This is an optimization exercise on Yosys and OpenROAD, whose aim is a short achievable clock period and few clock cycles, not a production implementation.
Only simulation tests tie the RTL to the original design; equivalence was not proved.
No activity file was given, so power comes from the tool's default toggle rates.

==> design/flow/design.v <==
package cpuPkg;
    localparam int dataWidth    = 8;
    localparam int pcWidth      = 8;             
    localparam int memAddrWidth = 16;
    localparam int dataDepth    = 256;           
    localparam int ramAddrWidth = $clog2(dataDepth);
    localparam int vidAddrWidth = 12;            
    localparam logic [memAddrWidth-1:0] ramLast    = 16'h0FFF;    
    localparam logic [memAddrWidth-1:0] ioDirAddr  = 16'h1000;
    localparam logic [memAddrWidth-1:0] ioPortAddr = 16'h1001;
    localparam logic [memAddrWidth-1:0] ioPinsAddr = 16'h1002;
    localparam logic [memAddrWidth-1:0] vidBase    = 16'h2000;
    localparam logic [memAddrWidth-1:0] vidLast    = 16'h2960;
    localparam logic [3:0] opLdi  = 4'h0;
    localparam logic [3:0] opAdd  = 4'h1;
    localparam logic [3:0] opSub  = 4'h2;
    localparam logic [3:0] opAnd  = 4'h3;
    localparam logic [3:0] opOr   = 4'h4;
    localparam logic [3:0] opXor  = 4'h5;
    localparam logic [3:0] opAdc  = 4'h6;
    localparam logic [3:0] opLd   = 4'h7;
    localparam logic [3:0] opSt   = 4'h8;
    localparam logic [3:0] opIncp = 4'h9;
    localparam logic [3:0] opBz   = 4'hA;
    localparam logic [3:0] opJmp  = 4'hB;
    localparam logic [3:0] opHalt = 4'hC;        
    typedef struct packed {
        logic [3:0]           rd;
        logic [dataWidth-1:0] imm;
        logic [3:0]           op;
    } immFormat;
    typedef struct packed {
        logic [3:0] rd;
        logic [3:0] rs;
        logic [3:0] rt;
        logic [3:0] op;
    } regFormat;
    typedef union packed {
        immFormat immForm;
        regFormat regForm;
    } instrWord;
    typedef struct packed {
        logic carry;
        logic zero;
        logic negative;
    } flagsWord;
endpackage
`timescale 1ns/10ps
module cpuTop (
    input  logic        clk,
    input  logic        rst,
    input  logic        run,
    input  logic        progWe,
    input  logic [7:0]  progAddr,
    input  logic [15:0] progData,
    input  logic [7:0]  ioPins,
    output logic        halted,
    output logic [7:0]  ioDir,
    output logic [7:0]  ioPort,
    output logic        vidWe,
    output logic [11:0] vidAddr,
    output logic [7:0]  vidData
);
    logic        rstQ;
    logic        runQ;
    logic [7:0]  pinsQ;
    logic        pWe;
    logic [7:0]  pAddr;
    logic [15:0] pData;
    always_ff @(posedge clk) begin
        rstQ  <= rst;
        runQ  <= run & ~rst;
        pinsQ <= ioPins;
        pWe   <= progWe & rst;
        pAddr <= progAddr;
        pData <= progData;
    end
    logic [255:0][15:0] rom;
    logic [255:0][7:0]  ram;
    for (genvar i = 0; i < 256; i++) begin : gRom
        always_ff @(posedge clk) begin
            if (pWe && (pAddr == i[7:0]))
                rom[i] <= pData;
        end
    end
    function automatic logic [15:0] romRead(input logic [255:0] sel);
        romRead = 16'h0000;
        for (int i = 0; i < 256; i++)
            romRead = romRead | (rom[i] & {16{sel[i]}});
    endfunction
    function automatic logic [255:0] rotl(input logic [255:0] x, input int k);
        rotl = (x << k) | (x >> (256 - k));
    endfunction
    function automatic logic [255:0] dec(input logic [7:0] a);
        logic [15:0] hi;
        logic [15:0] lo;
        for (int i = 0; i < 16; i++) begin
            hi[i] = (a[7:4] == i[3:0]);
            lo[i] = (a[3:0] == i[3:0]);
        end
        for (int i = 0; i < 256; i++)
            dec[i] = hi[i / 16] & lo[i % 16];
    endfunction
    function automatic logic isAluOp(input logic [3:0] op);
        isAluOp = !op[3] && (op != 4'h0) && (op != 4'h7);
    endfunction
    function automatic logic [8:0] add8(input logic [7:0] a, input logic [7:0] b,
                                        input logic ci);
        logic [8:0] g;
        logic [8:0] p;
        logic [8:0] gn;
        logic [8:0] pn;
        g = {a & b, ci};
        p = {a ^ b, 1'b0};
        for (int d = 1; d < 9; d = d * 2) begin
            gn = g;
            pn = p;
            for (int i = d; i < 9; i++) begin
                gn[i] = g[i] | (p[i] & g[i - d]);
                pn[i] = p[i] & p[i - d];
            end
            g = gn;
            p = pn;
        end
        add8 = {g[8], (a ^ b) ^ g[7:0]};
    endfunction
    function automatic logic [15:0] inc16f(input logic [15:0] x);
        logic [15:0] p;
        logic [15:0] pn;
        p = x;
        for (int d = 1; d < 16; d = d * 2) begin
            pn = p;
            for (int i = d; i < 16; i++)
                pn[i] = p[i] & p[i - d];
            p = pn;
        end
        inc16f = x ^ {p[14:0], 1'b1};
    endfunction
    function automatic logic isJmp(input logic [15:0] w);
        isJmp = (w[3:0] == 4'hB);
    endfunction
    function automatic logic isNop(input logic [15:0] w);
        isNop = w[3] & w[2] & (w[1] | w[0]);
    endfunction
    function automatic logic isBz(input logic [15:0] w);
        isBz = (w[3:0] == 4'hA);
    endfunction
    function automatic logic isHaltW(input logic [15:0] w);
        isHaltW = (w[3:0] == 4'hC);
    endfunction
    function automatic logic isMem(input logic [15:0] w);
        isMem = (w[3:0] == 4'h7) || (w[3:0] == 4'h8);
    endfunction
    function automatic logic setsFlagsW(input logic [15:0] w);
        setsFlagsW = isAluOp(w[3:0]);
    endfunction
    function automatic logic [3:0] idxA(input logic [15:0] w);
        idxA = (w[3:0] == 4'h9) ? {w[11:9], 1'b0} : w[11:8];
    endfunction
    function automatic logic [3:0] idxB(input logic [15:0] w);
        idxB = (w[3:0] == 4'h9) ? {w[11:9], 1'b1} : w[7:4];
    endfunction
    function automatic logic rawHazard(input logic [15:0] a, input logic [15:0] b);
        logic aWrRd;
        logic aInc;
        logic bRdA;
        logic bRdB;
        logic bRdC;
        aWrRd = (a[3] == 1'b0);                  
        aInc  = (a[3:0] == 4'h9);
        bRdA  = isAluOp(b[3:0]) || (b[3:0] == 4'h7) || (b[3:0] == 4'h8) || (b[3:0] == 4'h9);
        bRdB  = bRdA;
        bRdC  = (b[3:0] == 4'h8);
        rawHazard = 1'b0;
        if (aWrRd) begin
            if (bRdA && (idxA(b) == a[15:12])) rawHazard = 1'b1;
            if (bRdB && (idxB(b) == a[15:12])) rawHazard = 1'b1;
            if (bRdC && (b[15:12] == a[15:12])) rawHazard = 1'b1;
        end
        if (aInc) begin
            if (bRdA && (idxA(b) >> 1) == a[11:9]) rawHazard = 1'b1;
            if (bRdB && (idxB(b) >> 1) == a[11:9]) rawHazard = 1'b1;
            if (bRdC && (b[15:13] == a[11:9])) rawHazard = 1'b1;
        end
    endfunction
    function automatic logic canPair(input logic [15:0] a, input logic [15:0] b);
        canPair = !isBz(a) && !isHaltW(a) && !isBz(b) && !isHaltW(b)
                  && !((a[3:0] == 4'h8) && (b[3:0] == 4'h8))
                  && !((b[3:0] == 4'h6) && setsFlagsW(a))
                  && (!rawHazard(a, b) || (a[3:0] == 4'h0));
    endfunction
    logic        stopped;
    logic        adv;
    logic [255:0] fOH;                           
    logic        lastBz;                         
    logic [15:0] fb [4];                         
    logic [2:0]  fbCnt;
    logic [15:0] q [8];                          
    logic [3:0]  qCnt;
    logic        dValid0;
    logic        dValid1;
    logic [15:0] dIr0;
    logic [15:0] dIr1;
    logic        dHasBz;
    logic        dBzMid;                         
    logic [255:0] dBzOH;                         
    logic [15:0] sIr0;                           
    logic [15:0] sIr1;                           
    logic        xValid [2];
    logic [3:0]  xOp [2];
    logic [3:0]  xRd [2];
    logic [2:0]  xPair [2];
    logic [7:0]  xImm [2];
    logic [7:0]  xA [2];
    logic [7:0]  xB [2];
    logic        xHasBz;
    logic        xBzMid;
    logic        xmLane1;                        
    logic        xlLd;
    logic        xlLane1;
    logic [7:0]  xlA;
    logic [7:0]  xlB;
    logic [255:0] xlOH;
    logic [255:0] xBzOH;
    logic        xmLd;
    logic        xmSt;
    logic [7:0]  xmA;
    logic [255:0] xmOH;                          
    logic [7:0]  xmB;
    logic [7:0]  xmC;
    logic [7:0]  regs [16];
    logic        cFlag;
    logic        zFlag;
    assign adv = runQ & ~rstQ & ~stopped;
    logic [7:0]  alu8 [2];
    logic        aluC [2];
    logic        setsFlags [2];
    logic [15:0] inc16 [2];
    logic [7:0]  res8 [2];
    logic        writesRd [2];
    logic        isIncp [2];
    logic        isHalt;
    logic        zEff;
    logic        taken;
    logic [15:0] addr;
    logic        inRam;
    logic        isDir;
    logic        isPort;
    logic        isPins;
    logic        inVid;
    logic [7:0]  ldVal;
    logic [7:0]  ldValL;
    logic [7:0]  opA [2];
    logic [7:0]  opB [2];
    logic        cIn [2];
    assign opA[0] = xA[0];
    assign opB[0] = xB[0];
    assign cIn[0] = cFlag;
    assign opA[1] = xA[1];
    assign opB[1] = xB[1];
    assign cIn[1] = cFlag;
    for (genvar k = 0; k < 2; k++) begin : gLane
        logic [7:0] addB;
        logic       cin;
        logic [8:0] sum9;
        always_comb begin
            addB = (xOp[k] == 4'h2) ? ~opB[k] : opB[k];
            cin  = (xOp[k] == 4'h2) | ((xOp[k] == 4'h6) & cIn[k]);
            sum9 = add8(opA[k], addB, cin);
            case (xOp[k])
                4'h3:    alu8[k] = opA[k] & opB[k];
                4'h4:    alu8[k] = opA[k] | opB[k];
                4'h5:    alu8[k] = opA[k] ^ opB[k];
                default: alu8[k] = sum9[7:0];
            endcase
            aluC[k] = ((xOp[k] == 4'h1) | (xOp[k] == 4'h2) | (xOp[k] == 4'h6)) & sum9[8];
            case (xOp[k])
                4'h0:    res8[k] = xImm[k];
                4'h7:    res8[k] = (xmLane1 == k[0]) ? ldVal : ldValL;
                default: res8[k] = alu8[k];
            endcase
        end
        assign setsFlags[k] = xValid[k] & isAluOp(xOp[k]);
        assign inc16[k]     = inc16f({opB[k], opA[k]});
        assign writesRd[k]  = xValid[k] & ~xOp[k][3];
        assign isIncp[k]    = xValid[k] & (xOp[k] == 4'h9);
    end
    assign isHalt = xValid[0] & (xOp[0] == 4'hC);
    logic kill1;                                 
    logic live1;
    function automatic logic fastZ(input logic [3:0] op, input logic [7:0] a,
                                   input logic [7:0] b, input logic cf);
        logic [7:0] bb;
        logic [7:0] k;
        bb = (op == 4'h2) ? ~b : b;
        k  = {a[6:0] | bb[6:0], (op == 4'h2) | ((op == 4'h6) & cf)};
        case (op)
            4'h3:    fastZ = ((a & b) == 8'h00);
            4'h4:    fastZ = ((a | b) == 8'h00);
            4'h5:    fastZ = (a == b);
            default: fastZ = ((a ^ bb) == k);
        endcase
    endfunction
    always_comb begin
        if (setsFlags[1] && !xBzMid)
            zEff = fastZ(xOp[1], xA[1], xB[1], cFlag);
        else if (setsFlags[0])
            zEff = fastZ(xOp[0], xA[0], xB[0], cFlag);
        else
            zEff = zFlag;
    end
    assign taken = xValid[0] & xHasBz & zEff;
    assign kill1 = taken & xBzMid;
    assign live1 = ~kill1;
    assign addr   = {xmB, xmA};
    assign inRam  = (xmB[7:4] == 4'h0);
    assign isDir  = (xmB == 8'h10) && xmOH[0];
    assign isPort = (xmB == 8'h10) && xmOH[1];
    assign isPins = (xmB == 8'h10) && xmOH[2];
    assign inVid  = (xmB[7:3] == 5'b00100)
                    || (xmB == 8'h28)
                    || ((xmB == 8'h29) && !xmA[7] && (!(xmA[6] && xmA[5]) || (xmA[4:0] == 5'd0)));
    logic [7:0] ramVal;
    always_comb begin
        ramVal = 8'h00;
        for (int i = 0; i < 256; i++)
            ramVal = ramVal | (ram[i] & {8{xmOH[i]}});
        ldVal = 8'h00;
        if (inRam)
            ldVal = ramVal;
        else if (isDir)
            ldVal = ioDir;
        else if (isPort)
            ldVal = ioPort;
        else if (isPins)
            ldVal = pinsQ;
    end
    logic       lInRam;
    logic       lIsDir;
    logic       lIsPort;
    logic       lIsPins;
    logic [7:0] ramValL;
    logic       lFromSt;
    assign lInRam  = (xlB[7:4] == 4'h0);
    assign lIsDir  = (xlB == 8'h10) && xlOH[0];
    assign lIsPort = (xlB == 8'h10) && xlOH[1];
    assign lIsPins = (xlB == 8'h10) && xlOH[2];
    assign lFromSt = xmSt && !xmLane1 && (xmA == xlA)
                     && ((inRam && lInRam) || ((xmB == xlB) && (lIsDir || lIsPort)));
    always_comb begin
        ramValL = 8'h00;
        for (int i = 0; i < 256; i++)
            ramValL = ramValL | (ram[i] & {8{xlOH[i]}});
        ldValL = 8'h00;
        if (lFromSt)
            ldValL = xmC;
        else if (lInRam)
            ldValL = ramValL;
        else if (lIsDir)
            ldValL = ioDir;
        else if (lIsPort)
            ldValL = ioPort;
        else if (lIsPins)
            ldValL = pinsQ;
    end
    function automatic logic [7:0] laneVal(input int k, input logic [3:0] idx);
        if (isIncp[k])
            laneVal = idx[0] ? inc16[k][15:8] : inc16[k][7:0];
        else
            laneVal = res8[k];
    endfunction
    function automatic logic laneHit(input int k, input logic [3:0] idx);
        laneHit = (isIncp[k] && (idx[3:1] == xPair[k])) || (writesRd[k] && (idx == xRd[k]));
    endfunction
    function automatic logic [7:0] fwd(input logic [3:0] idx);
        if (laneHit(1, idx))
            fwd = laneVal(1, idx);
        else if (laneHit(0, idx))
            fwd = laneVal(0, idx);
        else
            fwd = regs[idx];
    endfunction
    function automatic logic [7:0] fwdS(input logic [3:0] idx);
        if (laneHit(1, idx) && !xBzMid)
            fwdS = laneVal(1, idx);
        else if (laneHit(0, idx))
            fwdS = laneVal(0, idx);
        else
            fwdS = regs[idx];
    endfunction
    function automatic logic [7:0] fwd1(input logic [3:0] idx);
        if (dIr0[3:0] == 4'h0 && idx == dIr0[15:12])
            fwd1 = dIr0[11:4];
        else
            fwd1 = fwd(idx);
    endfunction
    logic sOk;                                   
    logic s1Ok;                                  
    assign sOk  = !isJmp(sIr0) && !isNop(sIr0) && !isBz(sIr0);
    assign s1Ok = !isJmp(sIr1) && !isNop(sIr1);
    logic [15:0]  g [4];
    logic [15:0]  h [2];
    assign g[0] = romRead(fOH);
    assign g[1] = romRead(rotl(fOH, 1));
    assign g[2] = romRead(rotl(fOH, 2));
    assign g[3] = romRead(rotl(fOH, 3));
    assign h[0] = romRead(rotl(xBzOH, 2));
    assign h[1] = romRead(rotl(xBzOH, 3));
    logic [3:0]   gKeep;
    logic [3:0]   gJmp;                          
    logic         gLastBz;
    logic [1:0]   hKeep;
    logic [1:0]   hJmp;
    logic         hLastBz;
    always_comb begin
        logic alive;
        logic lbv;
        alive = 1'b1;
        lbv   = lastBz;
        for (int i = 0; i < 4; i++) begin
            gJmp[i]  = alive && isJmp(g[i]);
            gKeep[i] = alive && !isJmp(g[i]) && !isNop(g[i]) && !(isBz(g[i]) && lbv);
            if (gKeep[i])
                lbv = isBz(g[i]);
            alive = alive && !isJmp(g[i]);
        end
        gLastBz = lbv;
        alive = 1'b1;
        lbv   = 1'b0;
        for (int i = 0; i < 2; i++) begin
            hJmp[i]  = alive && isJmp(h[i]);
            hKeep[i] = alive && !isJmp(h[i]) && !isNop(h[i]) && !(isBz(h[i]) && lbv);
            if (hKeep[i])
                lbv = isBz(h[i]);
            alive = alive && !isJmp(h[i]);
        end
        hLastBz = lbv;
    end
    logic [15:0]  ge [4];
    logic [2:0]   geCnt;
    logic [15:0]  he [2];
    logic [1:0]   heCnt;
    always_comb begin
        ge[0] = g[0];
        ge[1] = g[1];
        ge[2] = g[2];
        ge[3] = g[3];
        case (gKeep)
            4'b0000: begin geCnt = 3'd0; end
            4'b0001: begin geCnt = 3'd1; end
            4'b0010: begin geCnt = 3'd1; ge[0] = g[1]; end
            4'b0011: begin geCnt = 3'd2; end
            4'b0100: begin geCnt = 3'd1; ge[0] = g[2]; end
            4'b0101: begin geCnt = 3'd2; ge[1] = g[2]; end
            4'b0110: begin geCnt = 3'd2; ge[0] = g[1]; ge[1] = g[2]; end
            4'b0111: begin geCnt = 3'd3; end
            4'b1000: begin geCnt = 3'd1; ge[0] = g[3]; end
            4'b1001: begin geCnt = 3'd2; ge[1] = g[3]; end
            4'b1010: begin geCnt = 3'd2; ge[0] = g[1]; ge[1] = g[3]; end
            4'b1011: begin geCnt = 3'd3; ge[2] = g[3]; end
            4'b1100: begin geCnt = 3'd2; ge[0] = g[2]; ge[1] = g[3]; end
            4'b1101: begin geCnt = 3'd3; ge[1] = g[2]; ge[2] = g[3]; end
            4'b1110: begin geCnt = 3'd3; ge[0] = g[1]; ge[1] = g[2]; ge[2] = g[3]; end
            default: begin geCnt = 3'd4; end
        endcase
        he[0] = h[0];
        he[1] = h[1];
        case (hKeep)
            2'b00:   begin heCnt = 2'd0; end
            2'b01:   begin heCnt = 2'd1; end
            2'b10:   begin heCnt = 2'd1; he[0] = h[1]; end
            default: begin heCnt = 2'd2; end
        endcase
    end
    logic [255:0] gNext;
    logic [255:0] hNext;
    always_comb begin
        if (gJmp[0])
            gNext = dec(g[0][11:4]);
        else if (gJmp[1])
            gNext = dec(g[1][11:4]);
        else if (gJmp[2])
            gNext = dec(g[2][11:4]);
        else if (gJmp[3])
            gNext = dec(g[3][11:4]);
        else
            gNext = rotl(fOH, 4);
        if (hJmp[0])
            hNext = dec(h[0][11:4]);
        else if (hJmp[1])
            hNext = dec(h[1][11:4]);
        else
            hNext = rotl(xBzOH, 4);
    end
    logic [15:0]  e [4];
    logic [2:0]   eCnt;
    logic [255:0] nfpc;
    logic         nLastBz;
    always_comb begin
        if (taken) begin
            e[0]    = he[0];
            e[1]    = he[1];
            e[2]    = he[1];
            e[3]    = he[1];
            eCnt    = {1'b0, heCnt};
            nfpc    = hNext;
            nLastBz = hLastBz;
        end else begin
            e[0]    = ge[0];
            e[1]    = ge[1];
            e[2]    = ge[2];
            e[3]    = ge[3];
            eCnt    = geCnt;
            nfpc    = gNext;
            nLastBz = gLastBz;
        end
    end
    logic [15:0] s [11];
    logic [3:0]  sCnt;
    logic        pair;
    logic        pairA;                          
    logic        pairM;                          
    logic        midBz;
    logic        leadBz;                         
    logic        attach;
    logic [15:0] bzWord;
    logic [1:0]  take;
    logic        fetchEn;
    function automatic logic atLeast(input int k);
        atLeast = 1'b0;
        for (int m = 0; m <= 8; m++)
            if ((qCnt == 4'(m)) && ((m >= k) || (int'(fbCnt) >= k - m)))
                atLeast = 1'b1;
    endfunction
    logic        sv1;
    logic        sv2;
    logic        sv3;
    logic [3:0]  sLeft [4];                      
    always_comb begin
        for (int j = 0; j < 11; j++) begin
            s[j] = fb[3];
            for (int k = 3; k >= 0; k--)
                if ((j >= k) && (qCnt == 4'(j - k)))
                    s[j] = fb[k];
            for (int m = j + 1; m <= 8; m++)
                if (qCnt == 4'(m))
                    s[j] = q[j < 8 ? j : 0];
        end
        sCnt     = qCnt + {1'b0, fbCnt};
        sLeft[0] = sCnt;
        sLeft[1] = sCnt - 4'd1;
        sLeft[2] = sCnt - 4'd2;
        sLeft[3] = sCnt - 4'd3;
        sv1      = atLeast(1);
        sv2      = atLeast(2);
        sv3      = atLeast(3);
        pairA  = sv2 && canPair(s[0], s[1]);
        midBz  = sv2 && isBz(s[1]) && !isBz(s[0]) && !isHaltW(s[0]);
        pairM  = midBz && sv3 && canPair(s[0], s[2]);
        leadBz = sv2 && isBz(s[0]) && !isBz(s[1]) && !isHaltW(s[1]);
        pair   = pairA | pairM | leadBz;
        bzWord = midBz ? s[1] : s[2];
        attach = midBz | (pairA && sv3 && isBz(s[2]));
        case ({sv1, pair, attach})
            3'b100:  take = 2'd1;
            3'b110:  take = 2'd2;
            3'b101:  take = 2'd2;
            3'b111:  take = 2'd3;
            default: take = 2'd0;
        endcase
        fetchEn = !atLeast(7);
        if (isBz(s[0]))
            bzWord = s[0];
    end
    always_ff @(posedge clk) begin
        if (rstQ) begin
            fOH     <= 256'd1;
            lastBz  <= 1'b0;
            fbCnt   <= 3'd0;
            qCnt    <= 4'd0;
            dValid0 <= 1'b0;
            dValid1 <= 1'b0;
        end else if (adv) begin
            if (taken) begin
                qCnt    <= 4'd0;
                dBzMid  <= 1'b0;
                dValid1 <= 1'b0;
                if (!sOk) begin
                    fOH     <= xBzOH;
                    lastBz  <= 1'b0;
                    fbCnt   <= 3'd0;
                    dValid0 <= 1'b0;
                end else if (!s1Ok) begin
                    fOH     <= rotl(xBzOH, 1);
                    lastBz  <= 1'b0;
                    fbCnt   <= 3'd0;
                    dValid0 <= 1'b0;
                end else begin
                    fOH     <= nfpc;
                    lastBz  <= nLastBz;
                    fbCnt   <= eCnt;
                    dValid0 <= 1'b1;
                end
            end else begin
                qCnt    <= sLeft[take];
                dValid0 <= sv1;
                dValid1 <= pair;
                dBzMid  <= midBz | leadBz;
                if (fetchEn) begin
                    fOH    <= nfpc;
                    lastBz <= nLastBz;
                    fbCnt  <= eCnt;
                end else
                    fbCnt  <= 3'd0;
            end
        end
    end
    always_ff @(posedge clk) begin
        if (adv) begin
            for (int i = 0; i < 4; i++)
                fb[i] <= e[i];
            for (int i = 0; i < 8; i++)
                q[i] <= s[i + take];
            if (taken) begin
                dIr0    <= sIr1;
                dHasBz  <= isBz(sIr1);
                dBzOH   <= dec(sIr1[11:4]);
            end else begin
                dIr0    <= s[0];
                dIr1    <= pairM ? s[2] : s[1];
                dHasBz  <= isBz(s[0]) | attach;
                dBzOH   <= dec(bzWord[11:4]);
            end
        end
    end
    always_ff @(posedge clk) begin
        if (adv) begin
            sIr0 <= romRead(dBzOH);
            sIr1 <= romRead(rotl(dBzOH, 1));
        end
    end
    logic        dMem0;
    logic        dMem1;                          
    logic        dMem2;                          
    assign dMem0 = dValid0 && isMem(dIr0);
    assign dMem2 = dMem0 && dValid1 && isMem(dIr1);
    assign dMem1 = dValid1 && isMem(dIr1) && !(dMem0 && (dIr1[3:0] == 4'h7));
    always_ff @(posedge clk) begin
        if (rstQ) begin
            xValid[0] <= 1'b0;
            xValid[1] <= 1'b0;
            xmLd      <= 1'b0;
            xmSt      <= 1'b0;
            xlLd      <= 1'b0;
        end else if (adv) begin
            xlLd <= !taken && dMem2;
            xValid[0] <= taken ? sOk : dValid0;
            xValid[1] <= taken ? 1'b0 : dValid1;
            if (taken) begin
                xmLd <= sOk && (sIr0[3:0] == 4'h7);
                xmSt <= sOk && (sIr0[3:0] == 4'h8);
            end else if (dMem1) begin
                xmLd <= (dIr1[3:0] == 4'h7);
                xmSt <= (dIr1[3:0] == 4'h8);
            end else begin
                xmLd <= dValid0 && (dIr0[3:0] == 4'h7);
                xmSt <= dValid0 && (dIr0[3:0] == 4'h8);
            end
        end
    end
    always_ff @(posedge clk) begin
        if (adv) begin
            if (taken) begin
                xOp[0]   <= sIr0[3:0];
                xRd[0]   <= sIr0[15:12];
                xPair[0] <= sIr0[11:9];
                xImm[0]  <= sIr0[11:4];
                xA[0]    <= fwdS(idxA(sIr0));
                xB[0]    <= fwdS(idxB(sIr0));
                xHasBz   <= 1'b0;
                xBzMid   <= 1'b0;
                xmLane1  <= 1'b0;
                xmA      <= fwdS(idxA(sIr0));
                xmOH     <= dec(fwdS(idxA(sIr0)));
                xmB      <= fwdS(idxB(sIr0));
                xmC      <= fwdS(sIr0[15:12]);
            end else begin
                xOp[0]   <= dIr0[3:0];
                xRd[0]   <= dIr0[15:12];
                xPair[0] <= dIr0[11:9];
                xImm[0]  <= dIr0[11:4];
                xA[0]    <= fwd(idxA(dIr0));
                xB[0]    <= fwd(idxB(dIr0));
                xOp[1]   <= dIr1[3:0];
                xRd[1]   <= dIr1[15:12];
                xPair[1] <= dIr1[11:9];
                xImm[1]  <= dIr1[11:4];
                xA[1]    <= fwd1(idxA(dIr1));
                xB[1]    <= fwd1(idxB(dIr1));
                xHasBz   <= dHasBz;
                xBzMid   <= dBzMid;
                xmLane1  <= dMem1;
                if (dMem1) begin
                    xmA  <= fwd1(idxA(dIr1));
                    xmOH <= dec(fwd1(idxA(dIr1)));
                    xmB  <= fwd1(idxB(dIr1));
                    xmC  <= fwd1(dIr1[15:12]);
                end else begin
                    xmA  <= fwd(idxA(dIr0));
                    xmOH <= dec(fwd(idxA(dIr0)));
                    xmB  <= fwd(idxB(dIr0));
                    xmC  <= fwd(dIr0[15:12]);
                end
            end
            xBzOH   <= dBzOH;
            xlLane1 <= !dMem1;
            if (dMem1) begin
                xlA  <= fwd(idxA(dIr0));
                xlOH <= dec(fwd(idxA(dIr0)));
                xlB  <= fwd(idxB(dIr0));
            end else begin
                xlA  <= fwd1(idxA(dIr1));
                xlOH <= dec(fwd1(idxA(dIr1)));
                xlB  <= fwd1(idxB(dIr1));
            end
        end
    end
    logic       stEn;
    logic [7:0] stData;
    assign stEn   = adv & xmSt & ~(xmLane1 & kill1);
    assign stData = xmC;
    for (genvar i = 0; i < 16; i++) begin : gRegs
        always_ff @(posedge clk) begin
            if (rstQ)
                regs[i] <= 8'h00;
            else if (adv) begin
                if (laneHit(1, i[3:0]) && live1)
                    regs[i] <= laneVal(1, i[3:0]);
                else if (laneHit(0, i[3:0]))
                    regs[i] <= laneVal(0, i[3:0]);
            end
        end
    end
    always_ff @(posedge clk) begin
        if (rstQ) begin
            cFlag <= 1'b0;
            zFlag <= 1'b0;
        end else if (adv) begin
            if (setsFlags[1] && live1) begin
                cFlag <= aluC[1];
                zFlag <= (alu8[1] == 8'h00);
            end else if (setsFlags[0]) begin
                cFlag <= aluC[0];
                zFlag <= (alu8[0] == 8'h00);
            end
        end
    end
    for (genvar i = 0; i < 256; i++) begin : gRam
        always_ff @(posedge clk) begin
            if (stEn && inRam && xmOH[i])
                ram[i] <= stData;
        end
    end
    always_ff @(posedge clk) begin
        if (rstQ)
            stopped <= 1'b0;
        else if (adv && isHalt)
            stopped <= 1'b1;
    end
    always_ff @(posedge clk) begin
        if (rst) begin
            halted <= 1'b0;
            vidWe  <= 1'b0;
            ioDir  <= 8'h00;
            ioPort <= 8'h00;
        end else begin
            vidWe <= stEn & inVid;
            if (stEn && isDir)
                ioDir <= stData;
            if (stEn && isPort)
                ioPort <= stData;
            if (adv && isHalt)
                halted <= 1'b1;
        end
    end
    always_ff @(posedge clk) begin
        if (stEn && inVid) begin
            vidAddr <= addr[11:0];
            vidData <= stData;
        end
    end
endmodule
==> design/flow/flow/run.sh <==
#!/bin/bash
# The standard layout (its own synthesis and ORFS steps, unchanged), with
# the timing repair asked for more setup slack than the clock period needs,
# so that the layout runs faster than the design's period requires. The
# make output goes to make_finish.log; each ORFS step keeps its own log under
# orfs/logs.
set -uo pipefail
bash standard.sh SETUP_SLACK_MARGIN=6.3 finish > make_finish.log 2>&1
==> design/flow/standard.sh <==
#!/bin/bash
# synth_recipe.tcl (not shown) runs the flow's synth.tcl, then flattens the netlist and writes it again
# the make line also repeats each setting of config.mk as NAME=value (left out here)
make -C /OpenROAD-flow-scripts/flow DESIGN_CONFIG=/design/flow/config.mk WORK_HOME=/design/flow/orfs CLKGATE_MAP_FILE= SYNTH_SCRIPT=/design/flow/synth_recipe.tcl "${@:-finish}"
==> design/flow/config.mk <==
export PLATFORM = sky130hd
export DESIGN_NAME = cpuTop
export DESIGN_NICKNAME = cpuTop
export VERILOG_FILES = /design/flow/design.v
export SDC_FILE = /design/flow/constraint.sdc
export NUM_CORES = 4
export LEC_CHECK = 0
export ABC_CLOCK_PERIOD_IN_PS = 3000
export CAP_MARGIN = 20
export CORE_MARGIN = 2
export CORE_UTILIZATION = 45
export SLEW_MARGIN = 20
export TNS_END_PERCENT = 10
==> design/flow/constraint.sdc <==
create_clock -name core_clock -period 10.0 [get_ports {clk}]
set_input_delay 2.0000 -clock core_clock [delete_from_list [all_inputs] [get_ports {clk}]]
set_output_delay 2.0000 -clock core_clock [all_outputs]
set_load 0.01 [all_outputs]
==> metrics.md, run 1 <==
| Metric | Value |
|---|---|
| Post-synth cell types | `127` |
| Num ports | `74` |
| Gr ovfl total | `382704` |
| Seq/Total Area, Yosys | `0.450` |
| Failed at | `global routing (5_1_grt)` |
| First-pass GRT wire length | `10400 mm` |
| Synth warn | `28` |
| Err | `[ERROR GRT-0116] Global routing finished with congestion. Check the congestion regions in the DRC Viewer.` |
| PortBufs | `73` |
| CTS Buf Count | `849` |
| Die height | `1.08 mm` |
| Synth Instances | `51605` |
| DPL Wire Length | `4820 mm` |
| Synthesized flop and latch total | `8006` |
| Status | `aborted with a tool error` |
| Vias in the first global route | `778842` |
| Largest family of logic cells by synthesized area | `compound AO/OA/AOI/OAI gates` |
| Cts hold-fix bufs | `0` |
| Async set-reset flop share out of synthesis | `0` |
| Synth Area per Inst | `10.2 sq um` |
| Complex-gate fraction of the synthesized area | `0.373` |
| CTS Buffer Depth | `5` |
| Starting density of the core | `0.451` |
| Total Routing Usage GR | `1.37` |
| Post-synth EDFFs | `7553` |
| H-tree depth | `6` |
| Post-synth top flop | `edfxtp_1` |
| XOR/XNOR Fraction of Synth Area | `0.00431` |
| Adder-cell share of the synthesized area | `0.00189` |
| Post-Synth Simple-Gate Area | `0.0862` |
| Pre-CTS worst setup slack | `1.78 ns` |
| Post-synth net total | `51716` |
| Post-Syn Area | `524000 sq um` |
| Site Rows | `396` |
| Placed cell count | `62214` |
| Mux share of post-synthesis cell area | `0.0103` |
| Largest net degree at the start of global routing | `208` |
| Die Wd | `1.08 mm` |
| CTS root buf | `clkbuf_16` |
| Clock Sinks | `8006` |
| RD Place Congestion | `2.49` |
| Post-Place Cell Area | `551000 sq um` |
## power by group through the flow
| stage | sequential, uW | combinational (uW) | clock [uW] |
|---|---|---|---|
| CTS | 37500 | 13100 | 33200 |
| global placement | 38500 | 11600 | 0 |
| detailed placement | 38500 | 11600 | 0 |
| floorplan | 37900 | 5260 | 0 |
## worst min path at each step
stage                        start                   end  slack [ns]
3_5_place_dp   halted$_SDFFE_PP0P_   halted$_SDFFE_PP0P_        0.44
4_1_cts        halted$_SDFFE_PP0P_   halted$_SDFFE_PP0P_        0.45
3_3_place_gp     dIr1[6]$_DFFE_PP_  xImm[1][2]$_DFFE_PP_        0.45
2_1_floorplan   dIr1[10]$_DFFE_PP_  xImm[1][6]$_DFFE_PP_        0.42
## through the flow
step	hold slack [ns]	total power, uW
floorplan	0.424	43200
global placement	0.452	50100
detailed placement	0.442	50100
CTS	0.450	83800
## metal layers
metal,overflow,global-route usage
met5,4932,1.06
met4,29391,1.14
met3,42404,1.13
met2,179141,1.69
met1,126836,1.38
## cells by family after synthesis
kind of cell    count (synthesis)
buf+inv                     10173
fa+ha+maj                      77
mux                           506
simple gates                 8407
compound gates              24178
xor+xnor                      258
flops                        8006
## Yosys cell counts, types with 151 or more instances
cell type  number  area (sq um)
nand3_1       782          3910
buf_2         285          1430
o21ai_1       151           756
a21oi_1      1187          5940
o21ai_0       938          4690
nor2_1       1354          5080
a211oi_1      268          2010
clkbuf_1     7083         26600
nor3_1        399          2000
o211ai_1      411          3090
a221oi_1     7818         68500
and2_1        330          2060
inv_1         197           739
o221ai_1      265          2320
mux2i_1       402          4020
xnor2_1       156          1370
a22o_1       7514         65800
o22ai_1       865          5410
clkbuf_2      223          1120
nor4_1        656          4100
nand2_1      1375          5160
edfxtp_1     7553        227000
nand4_1      2646         16600
dfxtp_1       453          9070
buf_1        2338          8780
a22oi_1      3817         28700
## timing repair
item | CTS
setup endpoints to repair | 5726
gates resized for setup | 4115
cloned | 195
pin swaps | 722
buffers inserted | 2489
Testbench counts, summed over its fixed seeds: cycles 51,359.
==> run 2, diff against run 1 <==
--- a/design/flow/design.v
+++ b/design/flow/design.v
@@ -193,2 +193,3 @@
     logic        adv;
+    logic [7:0]  fpc;                            
     logic [255:0] fOH;                           
@@ -205,2 +206,3 @@
     logic        dBzMid;                         
+    logic [7:0]  dBzImm;                         
     logic [255:0] dBzOH;                         
@@ -223,2 +225,3 @@
     logic [255:0] xlOH;
+    logic [7:0]  xBzImm;
     logic [255:0] xBzOH;
@@ -402,2 +405,3 @@
     logic [15:0]  h [2];
+    assign fOH  = dec(fpc);
     assign g[0] = romRead(fOH);
@@ -474,21 +478,21 @@
     end
-    logic [255:0] gNext;
-    logic [255:0] hNext;
+    logic [7:0] gNext;
+    logic [7:0] hNext;
     always_comb begin
         if (gJmp[0])
-            gNext = dec(g[0][11:4]);
+            gNext = g[0][11:4];
         else if (gJmp[1])
-            gNext = dec(g[1][11:4]);
+            gNext = g[1][11:4];
         else if (gJmp[2])
-            gNext = dec(g[2][11:4]);
+            gNext = g[2][11:4];
         else if (gJmp[3])
-            gNext = dec(g[3][11:4]);
+            gNext = g[3][11:4];
         else
-            gNext = rotl(fOH, 4);
+            gNext = fpc + 8'd4;
         if (hJmp[0])
-            hNext = dec(h[0][11:4]);
+            hNext = h[0][11:4];
         else if (hJmp[1])
-            hNext = dec(h[1][11:4]);
+            hNext = h[1][11:4];
         else
-            hNext = rotl(xBzOH, 4);
+            hNext = xBzImm + 8'd4;
     end
@@ -496,3 +500,3 @@
     logic [2:0]   eCnt;
-    logic [255:0] nfpc;
+    logic [7:0]   nfpc;
     logic         nLastBz;
@@ -558,4 +562,4 @@
         midBz  = sv2 && isBz(s[1]) && !isBz(s[0]) && !isHaltW(s[0]);
-        pairM  = midBz && sv3 && canPair(s[0], s[2]);
-        leadBz = sv2 && isBz(s[0]) && !isBz(s[1]) && !isHaltW(s[1]);
+        pairM  = midBz && sv3 && canPair(s[0], s[2]) && (s[2][3:0] != 4'h8);
+        leadBz = sv2 && isBz(s[0]) && !isBz(s[1]) && !isHaltW(s[1]) && (s[1][3:0] != 4'h8);
         pair   = pairA | pairM | leadBz;
@@ -576,3 +580,3 @@
         if (rstQ) begin
-            fOH     <= 256'd1;
+            fpc     <= 8'h00;
             lastBz  <= 1'b0;
@@ -588,3 +592,3 @@
                 if (!sOk) begin
-                    fOH     <= xBzOH;
+                    fpc     <= xBzImm;
                     lastBz  <= 1'b0;
@@ -593,3 +597,3 @@
                 end else if (!s1Ok) begin
-                    fOH     <= rotl(xBzOH, 1);
+                    fpc     <= xBzImm + 8'd1;
                     lastBz  <= 1'b0;
@@ -598,3 +602,3 @@
                 end else begin
-                    fOH     <= nfpc;
+                    fpc     <= nfpc;
                     lastBz  <= nLastBz;
@@ -609,3 +613,3 @@
                 if (fetchEn) begin
-                    fOH    <= nfpc;
+                    fpc    <= nfpc;
                     lastBz <= nLastBz;
@@ -626,3 +630,3 @@
                 dHasBz  <= isBz(sIr1);
-                dBzOH   <= dec(sIr1[11:4]);
+                dBzImm  <= sIr1[11:4];
             end else begin
@@ -631,3 +635,3 @@
                 dHasBz  <= isBz(s[0]) | attach;
-                dBzOH   <= dec(bzWord[11:4]);
+                dBzImm  <= bzWord[11:4];
             end
@@ -635,2 +639,3 @@
     end
+    assign dBzOH = dec(dBzImm);
     always_ff @(posedge clk) begin
@@ -715,2 +720,3 @@
             xBzOH   <= dBzOH;
+            xBzImm  <= dBzImm;
             xlLane1 <= !dMem1;
@@ -729,3 +735,3 @@
     logic [7:0] stData;
-    assign stEn   = adv & xmSt & ~(xmLane1 & kill1);
+    assign stEn   = adv & xmSt;                  
     assign stData = xmC;
==> metrics.md, run 2 <==
| Metric | Value |
|---|---|
| Largest net degree at the start of global routing | `185` |
| Placed cell count | `61979 (-0.38%)` |
| Err | `[ERROR GRT-0116] Global routing finished with congestion. Check the congestion regions in the DRC Viewer.` |
| Cts hold-fix bufs | `0 (unchanged)` |
| Post-synth EDFFs | `7313 (-3.2%)` |
| Area leader, netlist | `edfxtp_1` |
| Die Wd | `1.06 mm (-2.6%)` |
| CTS root buf | `clkbuf_16` |
| RD Place Congestion | `2.40 (-3.5%)` |
| Synthesized flop and latch total | `7518 (-6.1%)` |
| Starting density of the core | `0.451 (about the same)` |
| Die height | `1.06 mm (-2.6%)` |
| Synth top area share | `0.442 (+0.00884)` |
| Num ports | `74 (unchanged)` |
| CTS Buf Count | `795 (-6.4%)` |
| Total Routing Usage GR | `1.33` |
| First-pass GRT wire length | `9590 mm` |
| PortBufs | `73 (unchanged)` |
| Post-Syn Area | `497000 sq um (-5.1%)` |
| Site Rows | `386 (-2.5%)` |
| Async set-reset flop share out of synthesis | `0 (unchanged)` |
| Clock Sinks | `7518 (-6.1%)` |
| Post-synth top cells | `8912 x a22oi_1, 7313 x edfxtp_1, 5908 x clkbuf_1` |
| H-tree depth | `6 (unchanged)` |
| DPL Wire Length | `4680 mm (-3.0%)` |
| Failed at | `global routing (5_1_grt)` |
| Gr ovfl total | `362380` |
| Post-synth net total | `50739 (-1.9%)` |
| Seq/Total Area, Yosys | `0.450 (about the same)` |
| Status | `aborted with a tool error` |
| CTS Buffer Depth | `5 (unchanged)` |
| Vias in the first global route | `728883` |
| Synth Area per Inst | `9.82 sq um (-3.3%)` |
| Top post-synthesis cells by area | `edfxtp_1 44%, a22oi_1 13%, a22o_1 8.0%` |
| Synth Instances | `50623 (-1.9%)` |
| Post-synth top flop | `edfxtp_1` |
| Synth warn | `28 (unchanged)` |
| Most common cell in the netlist | `a22oi_1` |
| Post-synth cell types | `126 (-0.79%)` |
==> run 2: worst min-delay path by stage <==
stage / startpoint / to / slack (ns) / cells past startpoint
detailed placement: halted$_SDFFE_PP0P_ / halted$_SDFFE_PP0P_ / 0.46 / 2
floorplan: dIr1[9]$_DFFE_PP_ / xImm[1][5]$_DFFE_PP_ / 0.42 / 0
CTS: halted$_SDFFE_PP0P_ / halted$_SDFFE_PP0P_ / 0.47 / 2
global placement: dIr1[5]$_DFFE_PP_ / xImm[1][1]$_DFFE_PP_ / 0.44 / 0
==> run 2: metal layers <==
layer | GRT usage | GRT overflow
met3 | 1.05 | 35132
met2 | 1.72 | 183865
met4 | 1.09 | 26666
met5 | 0.975 | 4795
met1 | 1.31 | 111922
==> run 2: through the flow <==
stage	setup WS, ns	area (sq um)	power (uW)	hold slack [ns]
after CTS	4.54	589000	94500	0.473
after detailed placement	1.39	535000	60600	0.458
after global placement	1.51	533000	60400	0.440
after floorplan	4.13	498000	48400	0.424
==> run 2: power by group through the flow <==
stage	Combinational [uW]	Sequential [uW]	Clock (uW)
2_1_floorplan	11600	36700	0
3_3_place_gp	23200	37100	0
3_5_place_dp	23400	37100	0
4_1_cts	27000	36400	31100
==> run 2: timing repair <==
action	4_1_cts
pin swaps	691
buffers inserted	1198
cloned	129
endpoints found under the setup margin	4596
resized for setup	2633
==> run 2: kinds of logic after synthesis <==
logic type,after synthesis,synth area share
mux,494,0.0109
compound gates,21644,0.344
buf+inv,9197,0.0719
fa+ha+maj,82,0.00211
simple gates,11423,0.116
xor+xnor,265,0.00469
flops,7518,0.450
Testbench counts of run 2, summed over its fixed seeds: cycles 51,427.
==> run 3, diff against run 2 <==
--- a/design/flow/design.v
+++ b/design/flow/design.v
@@ -538,2 +538,3 @@
     endfunction
+    logic [15:0] qNext [8];                      
     logic        sv1;
@@ -575,2 +576,10 @@
         fetchEn = !atLeast(7);
+        for (int i = 0; i < 8; i++) begin
+            case (take)
+                2'd0:    qNext[i] = s[i];
+                2'd1:    qNext[i] = s[i + 1];
+                2'd2:    qNext[i] = s[i + 2];
+                default: qNext[i] = s[i + 3];
+            endcase
+        end
         if (isBz(s[0]))
@@ -626,3 +635,3 @@
             for (int i = 0; i < 8; i++)
-                q[i] <= s[i + take];
+                q[i] <= qNext[i];
             if (taken) begin
==> metrics.md, run 3 <==
| Metric | Value |
|---|---|
| Status | `aborted with a tool error` |
| Failed at | `global routing (5_1_grt)` |
| Err | `[ERROR GRT-0116] Global routing finished with congestion. Check the congestion regions in the DRC Viewer.` |
| First-pass GRT wire length | `9840 mm` |
| Total Routing Usage GR | `1.36` |
| CTS Buf Count | `787 (-1.0%)` |
| Post-synth top flop | `edfxtp_1` |
| Async set-reset flop share out of synthesis | `0 (unchanged)` |
| Synth warn | `29 (+3.6%)` |
| Starting density of the core | `0.451 (about the same)` |
| Cts hold-fix bufs | `0 (unchanged)` |
| PortBufs | `73 (unchanged)` |
| Seq/Total Area, Yosys | `0.449 (-0.000528)` |
| Post-synth cell types | `117 (-7.1%)` |
| Area leader, netlist | `edfxtp_1` |
| Post-synth EDFFs | `7313 (unchanged)` |
| Top post-synthesis cells by area | `edfxtp_1 44%, a22oi_1 15%, a22o_1 7.2%` |
| DPL Wire Length | `4600 mm (-1.6%)` |
| Post-synth top cells | `10101 x a22oi_1, 7313 x edfxtp_1, 5949 x clkbuf_1` |
| Largest net degree at the start of global routing | `201` |
| Gr ovfl total | `365513` |
| H-tree depth | `6 (unchanged)` |
| CTS Buffer Depth | `5 (unchanged)` |
| Most common cell in the netlist | `a22oi_1` |
| Post-Syn Area | `498000 sq um (+0.12%)` |
| Synthesized flop and latch total | `7518 (unchanged)` |
| Die height | `1.06 mm (about the same)` |
| Synth Instances | `50789 (+0.33%)` |
| Post-synth net total | `50905 (+0.33%)` |
| Site Rows | `386 (unchanged)` |
| Clock Sinks | `7518 (unchanged)` |
| Synth Area per Inst | `9.80 sq um (-0.21%)` |
| Vias in the first global route | `731932` |
| RD Place Congestion | `2.41 (+0.53%)` |
| Num ports | `74 (unchanged)` |
| Synth top area share | `0.441 (-0.000518)` |
| Die Wd | `1.06 mm (about the same)` |
| CTS root buf | `clkbuf_16` |
## run 3: cell count changes after synthesis, moves of 69 or more
cell,change
nor2_1,+96
a22oi_1,+1189
nand3_1,-407
mux2i_1,+120
a211oi_1,+86
a21oi_1,-88
nand4_1,+76
a222oi_1,-162
a22o_1,-443
a221oi_1,-422
o221ai_1,+130
nor4_1,+106
o21ai_0,-69
## run 3: layer usage
metal  global-route usage  overflow
met4                 1.13     27691
met2                 1.75    186744
met3                 1.09     35747
met1                 1.33    110657
met5                 1.03      4674
## run 3: timing repair
action                     in CTS
pin swaps                     475
gates cloned                  187
buffers inserted             1210
setup endpoints to repair    4721
resized for setup            2430
## run 3: stage by stage
stage,worst slack (ns),std cells,utilization,cell area [sq um]
4_1_cts,4.35,64557,0.531,586000
3_5_place_dp,1.80,61714,0.482,532000
3_3_place_gp,1.63,61629,0.480,530000
2_1_floorplan,4.07,50789,-,499000
## run 3: power groups by stage
| stage | combinational [uW] | sequential [uW] | clock [uW] |
|---|---|---|---|
| after CTS | 42400 | 36700 | 30600 |
| after floorplan | 16200 | 37000 | 0 |
| after detailed placement | 33000 | 37600 | 0 |
| after global placement | 32900 | 37600 | 0 |
## run 3: logic make-up after synthesis
logic type / after synthesis / share of synthesized area
AO/OA/AOI/OAI: 21781 / 0.344
XOR/XNOR: 273 / 0.00480
adder cells (fa/ha/maj): 91 / 0.00229
buffers and inverters: 9193 / 0.0718
flip-flops: 7518 / 0.449
multiplexers: 631 / 0.0137
AND/OR/NAND/NOR: 11302 / 0.114
## run 3: worst max path at each step
stage	startpoint	endpoint	cells past startpoint
after CTS	xOp[0][0]$_DFFE_PP_	xmOH[95]$_DFFE_PP_	21
after detailed placement	fpc[4]$_SDFFE_PP0P_	fb[1][12]$_DFFE_PP_	18
after floorplan	xmC[0]$_DFFE_PP_	xlOH[111]$_DFFE_PP_	13
after global placement	fpc[2]$_SDFFE_PP0P_	fb[1][10]$_DFFE_PP_	21
Testbench counts of run 3, summed over its fixed seeds: cycles 51,427.
